Source: an optimization exercise on an open RTL-to-GDS flow (aim: small area, a short achievable clock period and few clock cycles). Production flows keep margins and buffers that such runs may drop. Only simulation tests tie the RTL to the original design; equivalence was not proved. Power figures rest on the tool's default switching activity, not on a simulated workload.

File: config.mk
export PLATFORM = sky130hd
export DESIGN_NAME = tpu_tiled_core
export DESIGN_NICKNAME = tpu_tiled_core
export VERILOG_FILES = /design/flow/design.v
export SDC_FILE = /design/flow/constraint.sdc
export NUM_CORES = 4
export LEC_CHECK = 0
export CAP_MARGIN = 20
export CORE_MARGIN = 2
export CORE_UTILIZATION = 40
export SLEW_MARGIN = 20
File: constraint.sdc
create_clock -name core_clock -period 10.0 [get_ports {clk}]
set_input_delay 2.0000 -clock core_clock [delete_from_list [all_inputs] [get_ports {clk}]]
set_output_delay 2.0000 -clock core_clock [all_outputs]
set_load 0.01 [all_outputs]
File: design.v
package tpu_pkg;
  localparam int D_DEF      = 4;
  localparam int DATA_W_DEF = 8;
  localparam int ACC_W_DEF  = 8;
  typedef enum logic [2:0] {
    ST_IDLE,
    ST_LOAD,
    ST_FEED,
    ST_DRAIN,
    ST_WRITE,
    ST_DONE
  } state_t;
  function automatic int lane_lsb(input int idx, input int lanes, input int w);
    lane_lsb = (lanes - 1 - idx) * w;
  endfunction
endpackage
module tpu_pe_acc #(
  parameter int DATA_W = 8,
  parameter int ACC_W  = 8
) (
  input  logic              clk,
  input  logic              rst,
  input  logic              clr,
  input  logic              en,
  input  logic [DATA_W-1:0] a_i,
  input  logic [DATA_W-1:0] b_i,
  output logic [DATA_W-1:0] a_o,
  output logic [DATA_W-1:0] b_o,
  output logic [ACC_W-1:0]  acc_o
);
  logic [2*DATA_W-1:0] prod;
  logic [DATA_W-1:0]   a_q, b_q;
  logic [ACC_W-1:0]    acc_q;
  assign prod = {{DATA_W{1'b0}}, a_i} * {{DATA_W{1'b0}}, b_i};
  always_ff @(posedge clk or posedge rst) begin
    if (rst) begin
      a_q   <= '0;
      b_q   <= '0;
      acc_q <= '0;
    end else if (clr) begin
      a_q   <= '0;
      b_q   <= '0;
      acc_q <= '0;
    end else begin
      a_q <= a_i;
      b_q <= b_i;
      if (en) acc_q <= acc_q + ACC_W'(prod);
    end
  end
  assign a_o   = a_q;
  assign b_o   = b_q;
  assign acc_o = acc_q;
endmodule
module tpu_tiled_core #(
  parameter int ARRAY_DIM = tpu_pkg::D_DEF,
  parameter int DATA_W    = tpu_pkg::DATA_W_DEF,
  parameter int ACC_W     = tpu_pkg::ACC_W_DEF,
  parameter int ADDR_W    = 8,
  parameter int DIM_W     = 4
) (
  input  logic                          clk,
  input  logic                          rst,
  input  logic                          start,
  input  logic [DIM_W-1:0]              m,
  input  logic [DIM_W-1:0]              n,
  input  logic [DIM_W-1:0]              k,
  output logic                          busy,
  output logic                          done,
  output logic [ADDR_W-1:0]             a_index,
  input  logic [ARRAY_DIM*DATA_W-1:0]   a_rdata,
  output logic [ADDR_W-1:0]             b_index,
  input  logic [ARRAY_DIM*DATA_W-1:0]   b_rdata,
  output logic                          o_wr_en,
  output logic [ADDR_W-1:0]             o_index,
  output logic [ARRAY_DIM*ACC_W-1:0]    o_wdata
);
  localparam int D  = ARRAY_DIM;
  localparam int KD = 2**DIM_W;
  localparam logic [ADDR_W-1:0] DA        = ADDR_W'(D);
  localparam logic [ADDR_W-1:0] ONE       = ADDR_W'(1);
  localparam logic [ADDR_W-1:0] FEED_TAIL = ADDR_W'(2*D-3);
  tpu_pkg::state_t                state_q;
  logic                  busy_q, done_q, o_wr_en_q;
  logic [DIM_W-1:0]      m_q, n_q, k_q, tm_q, tn_q;
  logic [ADDR_W-1:0]     cnt_q, wr_q, a_index_q, b_index_q, o_index_q;
  logic [D*ACC_W-1:0]    o_wdata_q;
  logic [D*DATA_W-1:0]   abuf_q [KD];
  logic [D*DATA_W-1:0]   bbuf_q [KD];
  logic [ADDR_W-1:0]     mw, nw, kw, tmw, tnw, rem_m, rem_n, rows_c, cols_c, out_base, row_sel;
  logic                  more_tn, more_tm, dims_zero, idx_ok, pe_clr, pe_en;
  logic [DIM_W-1:0]      tm_nx, tn_nx, wptr;
  logic [D*DATA_W-1:0]   a_cap, b_cap;
  logic [D*ACC_W-1:0]    row_word_d;
  logic [DATA_W-1:0]     a_edge [D];
  logic [DATA_W-1:0]     b_edge [D];
  logic [DATA_W-1:0]     a_in   [D][D];
  logic [DATA_W-1:0]     b_in   [D][D];
  logic [DATA_W-1:0]     a_pipe [D][D];
  logic [DATA_W-1:0]     b_pipe [D][D];
  logic [ACC_W-1:0]      acc    [D][D];
  assign mw  = ADDR_W'(m_q);
  assign nw  = ADDR_W'(n_q);
  assign kw  = ADDR_W'(k_q);
  assign tmw = ADDR_W'(tm_q);
  assign tnw = ADDR_W'(tn_q);
  always_comb begin
    rem_m     = mw - tmw * DA;
    rem_n     = nw - tnw * DA;
    rows_c    = (rem_m > DA) ? DA : rem_m;
    cols_c    = (rem_n > DA) ? DA : rem_n;
    more_tn   = ((tnw + ONE) * DA) < nw;
    more_tm   = ((tmw + ONE) * DA) < mw;
    tm_nx     = more_tn ? tm_q : tm_q + 1'b1;
    tn_nx     = more_tn ? tn_q + 1'b1 : '0;
    dims_zero = (m == '0) || (n == '0) || (k == '0);
    out_base  = tnw * mw + tmw * DA;
    row_sel   = (state_q == tpu_pkg::ST_WRITE) ? wr_q : '0;
    wptr      = DIM_W'(cnt_q - ONE);
    pe_clr    = (state_q == tpu_pkg::ST_LOAD);
    pe_en     = (state_q == tpu_pkg::ST_FEED);
    idx_ok    = ((int'(tm_q) + 1) * int'(k_q) <= 2**ADDR_W) &&
                ((int'(tn_q) + 1) * int'(k_q) <= 2**ADDR_W) &&
                ((int'(tn_q) + 1) * int'(m_q) <= 2**ADDR_W);
  end
  always_comb begin
    a_cap = '0;
    b_cap = '0;
    for (int r = 0; r < D; r++) begin
      if (ADDR_W'(r) < rows_c)
        a_cap[tpu_pkg::lane_lsb(r, D, DATA_W) +: DATA_W] = a_rdata[tpu_pkg::lane_lsb(r, D, DATA_W) +: DATA_W];
      if (ADDR_W'(r) < cols_c)
        b_cap[tpu_pkg::lane_lsb(r, D, DATA_W) +: DATA_W] = b_rdata[tpu_pkg::lane_lsb(r, D, DATA_W) +: DATA_W];
    end
  end
  always_comb begin
    for (int r = 0; r < D; r++) begin
      a_edge[r] = '0;
      b_edge[r] = '0;
      if (state_q == tpu_pkg::ST_FEED && cnt_q >= ADDR_W'(r) && (cnt_q - ADDR_W'(r)) < kw) begin
        a_edge[r] = abuf_q[DIM_W'(cnt_q - ADDR_W'(r))][tpu_pkg::lane_lsb(r, D, DATA_W) +: DATA_W];
        b_edge[r] = bbuf_q[DIM_W'(cnt_q - ADDR_W'(r))][tpu_pkg::lane_lsb(r, D, DATA_W) +: DATA_W];
      end
    end
  end
  always_comb begin
    row_word_d = '0;
    for (int rr = 0; rr < D; rr++) begin
      if (ADDR_W'(rr) == row_sel) begin
        for (int c = 0; c < D; c++) begin
          if (ADDR_W'(c) < cols_c) row_word_d[tpu_pkg::lane_lsb(c, D, ACC_W) +: ACC_W] = acc[rr][c];
        end
      end
    end
  end
  for (genvar r = 0; r < D; r++) begin : g_row
    for (genvar c = 0; c < D; c++) begin : g_col
      if (c == 0) begin : g_al
        assign a_in[r][c] = a_edge[r];
      end else begin : g_ar
        assign a_in[r][c] = a_pipe[r][c-1];
      end
      if (r == 0) begin : g_bt
        assign b_in[r][c] = b_edge[c];
      end else begin : g_bd
        assign b_in[r][c] = b_pipe[r-1][c];
      end
      tpu_pe_acc #(.DATA_W(DATA_W), .ACC_W(ACC_W)) u_pe (
        .clk   (clk),
        .rst   (rst),
        .clr   (pe_clr),
        .en    (pe_en),
        .a_i   (a_in[r][c]),
        .b_i   (b_in[r][c]),
        .a_o   (a_pipe[r][c]),
        .b_o   (b_pipe[r][c]),
        .acc_o (acc[r][c])
      );
    end
  end
  always_ff @(posedge clk) begin
    if (state_q == tpu_pkg::ST_LOAD && cnt_q != '0) begin
      abuf_q[wptr] <= a_cap;
      bbuf_q[wptr] <= b_cap;
    end
  end
  always_ff @(posedge clk or posedge rst) begin
    if (rst) begin
      state_q   <= tpu_pkg::ST_IDLE;
      busy_q    <= 1'b0;
      done_q    <= 1'b0;
      m_q       <= '0;
      n_q       <= '0;
      k_q       <= '0;
      tm_q      <= '0;
      tn_q      <= '0;
      cnt_q     <= '0;
      wr_q      <= '0;
      a_index_q <= '0;
      b_index_q <= '0;
      o_wr_en_q <= 1'b0;
      o_index_q <= '0;
      o_wdata_q <= '0;
    end else begin
      case (state_q)
        tpu_pkg::ST_IDLE, tpu_pkg::ST_DONE: begin
          if (start) begin
            m_q       <= m;
            n_q       <= n;
            k_q       <= k;
            tm_q      <= '0;
            tn_q      <= '0;
            cnt_q     <= '0;
            a_index_q <= '0;
            b_index_q <= '0;
            if (dims_zero) begin
              state_q <= tpu_pkg::ST_DONE;
              busy_q  <= 1'b0;
              done_q  <= 1'b1;
            end else begin
              state_q <= tpu_pkg::ST_LOAD;
              busy_q  <= 1'b1;
              done_q  <= 1'b0;
            end
          end
        end
        tpu_pkg::ST_LOAD: begin
          if (cnt_q == kw) begin
            state_q <= tpu_pkg::ST_FEED;
            cnt_q   <= '0;
          end else begin
            cnt_q <= cnt_q + ONE;
            if (cnt_q + ONE < kw) begin
              a_index_q <= a_index_q + ONE;
              b_index_q <= b_index_q + ONE;
            end
          end
        end
        tpu_pkg::ST_FEED: begin
          if (cnt_q == kw + FEED_TAIL) state_q <= tpu_pkg::ST_DRAIN;
          else                         cnt_q   <= cnt_q + ONE;
        end
        tpu_pkg::ST_DRAIN: begin
          state_q   <= tpu_pkg::ST_WRITE;
          wr_q      <= ONE;
          o_wr_en_q <= 1'b1;
          o_index_q <= out_base;
          o_wdata_q <= row_word_d;
        end
        tpu_pkg::ST_WRITE: begin
          if (wr_q < rows_c) begin
            wr_q      <= wr_q + ONE;
            o_index_q <= out_base + wr_q;
            o_wdata_q <= row_word_d;
          end else begin
            o_wr_en_q <= 1'b0;
            o_wdata_q <= '0;
            if (more_tn || more_tm) begin
              state_q   <= tpu_pkg::ST_LOAD;
              tm_q      <= tm_nx;
              tn_q      <= tn_nx;
              cnt_q     <= '0;
              a_index_q <= ADDR_W'(tm_nx) * kw;
              b_index_q <= ADDR_W'(tn_nx) * kw;
            end else begin
              state_q <= tpu_pkg::ST_DONE;
              busy_q  <= 1'b0;
              done_q  <= 1'b1;
            end
          end
        end
        default: state_q <= tpu_pkg::ST_IDLE;
      endcase
    end
  end
  assign busy    = busy_q;
  assign done    = done_q;
  assign a_index = a_index_q;
  assign b_index = b_index_q;
  assign o_wr_en = o_wr_en_q;
  assign o_index = o_index_q;
  assign o_wdata = o_wdata_q;
endmodule
File: run.sh
#!/bin/bash
# synth_recipe.tcl (not shown) runs the flow's synth.tcl, then flattens the netlist and writes it again
# the make line also repeats each setting of config.mk as NAME=value (left out here)
make -C /OpenROAD-flow-scripts/flow DESIGN_CONFIG=/design/flow/config.mk WORK_HOME=/design/flow/orfs CLKGATE_MAP_FILE= SYNTH_SCRIPT=/design/flow/synth_recipe.tcl finish
==> summary.txt <==
## where the power goes
| part | internal [mW] | switching [mW] |
|---|---|---|
| logic | 1.95 | 3.70 |
| registers | 7.35 | 0.268 |
| clock network | 3.23 | 2.47 |
## per-layer routing
| layer | GRT usage | wire, µm | vias up |
|---|---|---|---|
| met5 | 0 | 0 | - |
| met4 | 0.0722 | 6720 | 0 |
| met3 | 0.0333 | 11000 | 302 |
| met1 | 0.278 | 83300 | 22200 |
| li1 | - | - | 19100 |
| met2 | 0.328 | 91600 | 1171 |
## registers in the layout (all words and copies together), names as in the netlist, 8 cells and up
signal / count
o_index_q: 8
g_row.g_col.u_pe.a_q: 96
bbuf_q: 512
b_index_q: 8
cnt_q: 8
g_row.g_col.u_pe.b_q: 96
wr_q: 8
abuf_q: 512
o_wdata_q: 32
g_row.g_col.u_pe.acc_q: 128
a_index_q: 8
## kinds of logic after synthesis
group | count (synthesis)
mux | 326
simple gates | 1278
fa+ha+maj | 668
other cells | 2
xor+xnor | 330
compound gates | 491
buf+inv | 823
flops | 1442
## cells in the final DEF, fill, tap and decap left out, drive strengths merged, types with 8 or more instances in the layout
cell	n
clkinvlp	8
conb	13
clkbuf	206
edfxtp	1024
o21a	10
buf	83
clkdlybuf4s50	137
a31oi	9
nor2	107
nor4	10
a221oi	33
mux4	286
a21oi	78
nand3	40
a211oi	26
nor3	23
nand2	577
fa	308
inv	616
a21o	49
a22o	108
and3	35
o21ai	143
mux2	11
and2	386
mux2i	29
clkinv	52
dfrtp	418
nor2b	66
xnor2	260
nand2b	8
xor2	65
ha	360
## cell type report
class                           instances  area share
Sequential cell                      1442       0.489
Tap cell                             2480      0.0368
Inverter                              613      0.0273
Clock inverter                         70     0.00961
Antenna cell                            7    0.000208
Multi-Input combinational cell       3106       0.363
Clock buffer                          206      0.0507
Timing Repair Buffer                  220      0.0241
## worst register-to-register path, delay by kind of cell (launching register included)
| family | cells | cell delay, ps |
|---|---|---|
| AOI/OAI and AO/OA | 5 | 1980 |
| DFF | 1 | 340 |
| and+or+nand+nor | 2 | 650 |
| adders and majority gates | 7 | 2900 |
| xor gates and xnor gates | 4 | 640 |
| buffers and inverters | 7 | 1670 |
## final timing paths
check                           slack (ps)  depth (start not counted)                               to          from
min in group asynchronous             1680                          2  g_row[3].g_col[3].u_pe.acc_q[0]           rst
worst max register to register        1650                         25  g_row[0].g_col[1].u_pe.acc_q[7]      cnt_q[2]
worst min-delay path                   480                          2                     o_wdata_q[0]  o_wdata_q[0]
worst min register to register         480                          2                     o_wdata_q[0]  o_wdata_q[0]
max in group asynchronous             6140                          4  g_row[2].g_col[1].u_pe.acc_q[0]           rst
worst max-delay path                  1650                         25  g_row[0].g_col[1].u_pe.acc_q[7]      cnt_q[2]
## stage by stage
stage / hold WS, ps / power [mW] / utilization / setup slack, ps
floorplan: 453 / 11.4 / - / 2340
global placement: 464 / 13.4 / 0.426 / 1970
detailed placement: 469 / 13.4 / 0.426 / 1760
CTS: 482 / 19.1 / 0.454 / 1680
global route: 514 / 19.8 / 0.454 / 1180
finish: 477 / 19.0 / 0.454 / 1650
==> summary.md <==
| Metric | Value |
|---|---|
| Placed Cells | 7860 |
| Post-Synth Adder-Cell Area | 0.142 |
| Global-route wire length before repair | 289000 µm |
| Library cells used by synthesis | 74 |
| Crit path max-delay family | adder cells |
| Post-synthesis sequential area ratio | 0.549 |
| Slowest CP cell | o2111a_1 |
| FF+latch area | 41200 µm² |
| Drt pass-1 iters | 5 |
| HPWL Detailed | 128000 µm |
| Cell accounting for the most synthesized area | edfxtp_1 |
| Commonest cells post-synth | 1024 x edfxtp_1, 611 x inv_1, 576 x nand2_1 |
| Mux share of post-synthesis cell area | 0.0933 |
| Number of synthesis warnings | 13 |
| Unrepaired setup endpoints after global routing | false |
| CP startpoint kind | flop |
| Post-route ant nets | 0 |
| TritonCTS Buffers | 157 |
| Die area | 191000 µm² |
| Top cells by area, synth | edfxtp_1 41%, dfrtp_1 14%, fa_1 8.2% |
| Initial core utilization | 0.404 |
| Root buffer cell | clkbuf_16 |
| Layout area overhead | 12.5% |
| Leak | 33.4 nW |
| Crit Path Class | flop to flop |
| Critical path capture point type | flop |
| Post-DR vias/cell | 5.25 |
| Worst min-delay path class | flop to flop |
| Synthesis-stage register bit count | 1442 |
| Total track usage | 0.203 |
| Status | finished clean |
| DRC violations left | 0 |
| Fill cells | 16500 |
| Cells after Synth | 5360 |
| CP Max Fanout | 32 |
| Number of synthesized flops with an enable pin | 1024 |
| Max-cap violations | 0 |
| Clk buf depth | 3 |
| Crit-path max cell delay | 850 ps |
| Die W | 437 µm |
| NumNets Final | 6287 |
| Post-Synth Simple-Gate Area | 0.0834 |
| Synth Area in Compound Gates | 0.0446 |
| Cell Area, Synth | 75000 µm² |
| Hold_buf cts | 0 |
| Mean Syn Cell Area | 14.0 µm² |
| Synth top area share | 0.410 |
| DR vias | 42700 |
| Worst-Skew Late Latency | 820 ps |
| I/O pins | 138 |
| Fin crit period | 8350 ps |
| Slew headroom | 0.220 |
| WL/cell | 23.6 µm |
| Area post-placement | 79200 µm² |
| Final Hold Viols | 0 |
| Setup_tns | 0 ps |
| Worst slew pin tran | 1160 ps |
| Worst path required time | 10630 ps |
| Site row count | 158 |
| Slew Limit Fails | 0 |
| Clock Sinks | 1442 |
| Layout cells sized above 1 | 0.112 |
| Grt ovf | 0 |
| Antenna violations before repair | 14 |
| Setup Viol. Count Final | 0 |
| Skew final | 59.1 ps |
| Pwr Density | 225 nW/µm² |
| Async S/R FF share, synth | 0.290 |
| Fmax achieved | 120 MHz |
| First DRT Iteration DRCs | 3480 |
| CP Data Arrival Time | 8980 ps |
| Post-CTS Setup Bufs | 0 |
| Resized Gates After CTS | 0 |
| Multi-input gate area | 30600 µm² |
| Dominant synthesized flop cell | edfxtp_1 |
| Max H-tree Level | 4 |
| IO Port Bufs | 137 |
| Xor and xnor area share after synthesis | 0.0397 |
| Core Box Area | 186000 µm² |
| Largest family of logic cells by synthesized area | adder cells |
| Die Y | 437 µm |
| Reg clk slew, reported paths | 60 ps |
| Peak supply drop | 0.204 mV |
| Final wirelength | 192000 µm |
| Final instance area | 84400 µm² |
| Fin crit share | 0.835 |
| Most frequent cell after synthesis | edfxtp_1 |
| Routability cong. | 0.870 |
| WP buf/inv | 7 |
| Non-Filler Instances | 8144 |
| CTS tree | yes |
| Pin count of the biggest net entering global routing | 148 |
| Vias in the first global route | 44200 |
Testbench counts, summed over its fixed seeds: cycles 20,528.

==> afterwards: timing with drivers on the ports <==
How much do the figures lean on ideal ports? The routed layout below was timed once more, with nothing changed but the port constraints.
Step 1 (the two cells are an assumption about what drives the block):
set clk [get_ports {clk}]
set_driving_cell -lib_cell sky130_fd_sc_hd__clkbuf_16 $clk
set_driving_cell -lib_cell sky130_fd_sc_hd__buf_2 [delete_from_list [all_inputs] $clk]
Step 2 times the ports against the registers' clock, not the clock port: input delays grow and output delays shrink by t, the midpoint of the rising clock arrivals with the driver on.
Slacks: ideal / step 1 / step 2; pairs: ideal / step 1.
shift t [ns]: 0.871
setup WS [ns]: 1.652 / 1.652 / 1.652
worst register clock-pin slew, ns: 0.06 / 0.06
After both steps setup and hold are still met in this run. For this run, drivers alone change the setup slack by 0.000 ns; drivers and shift together by 0.000 ns.
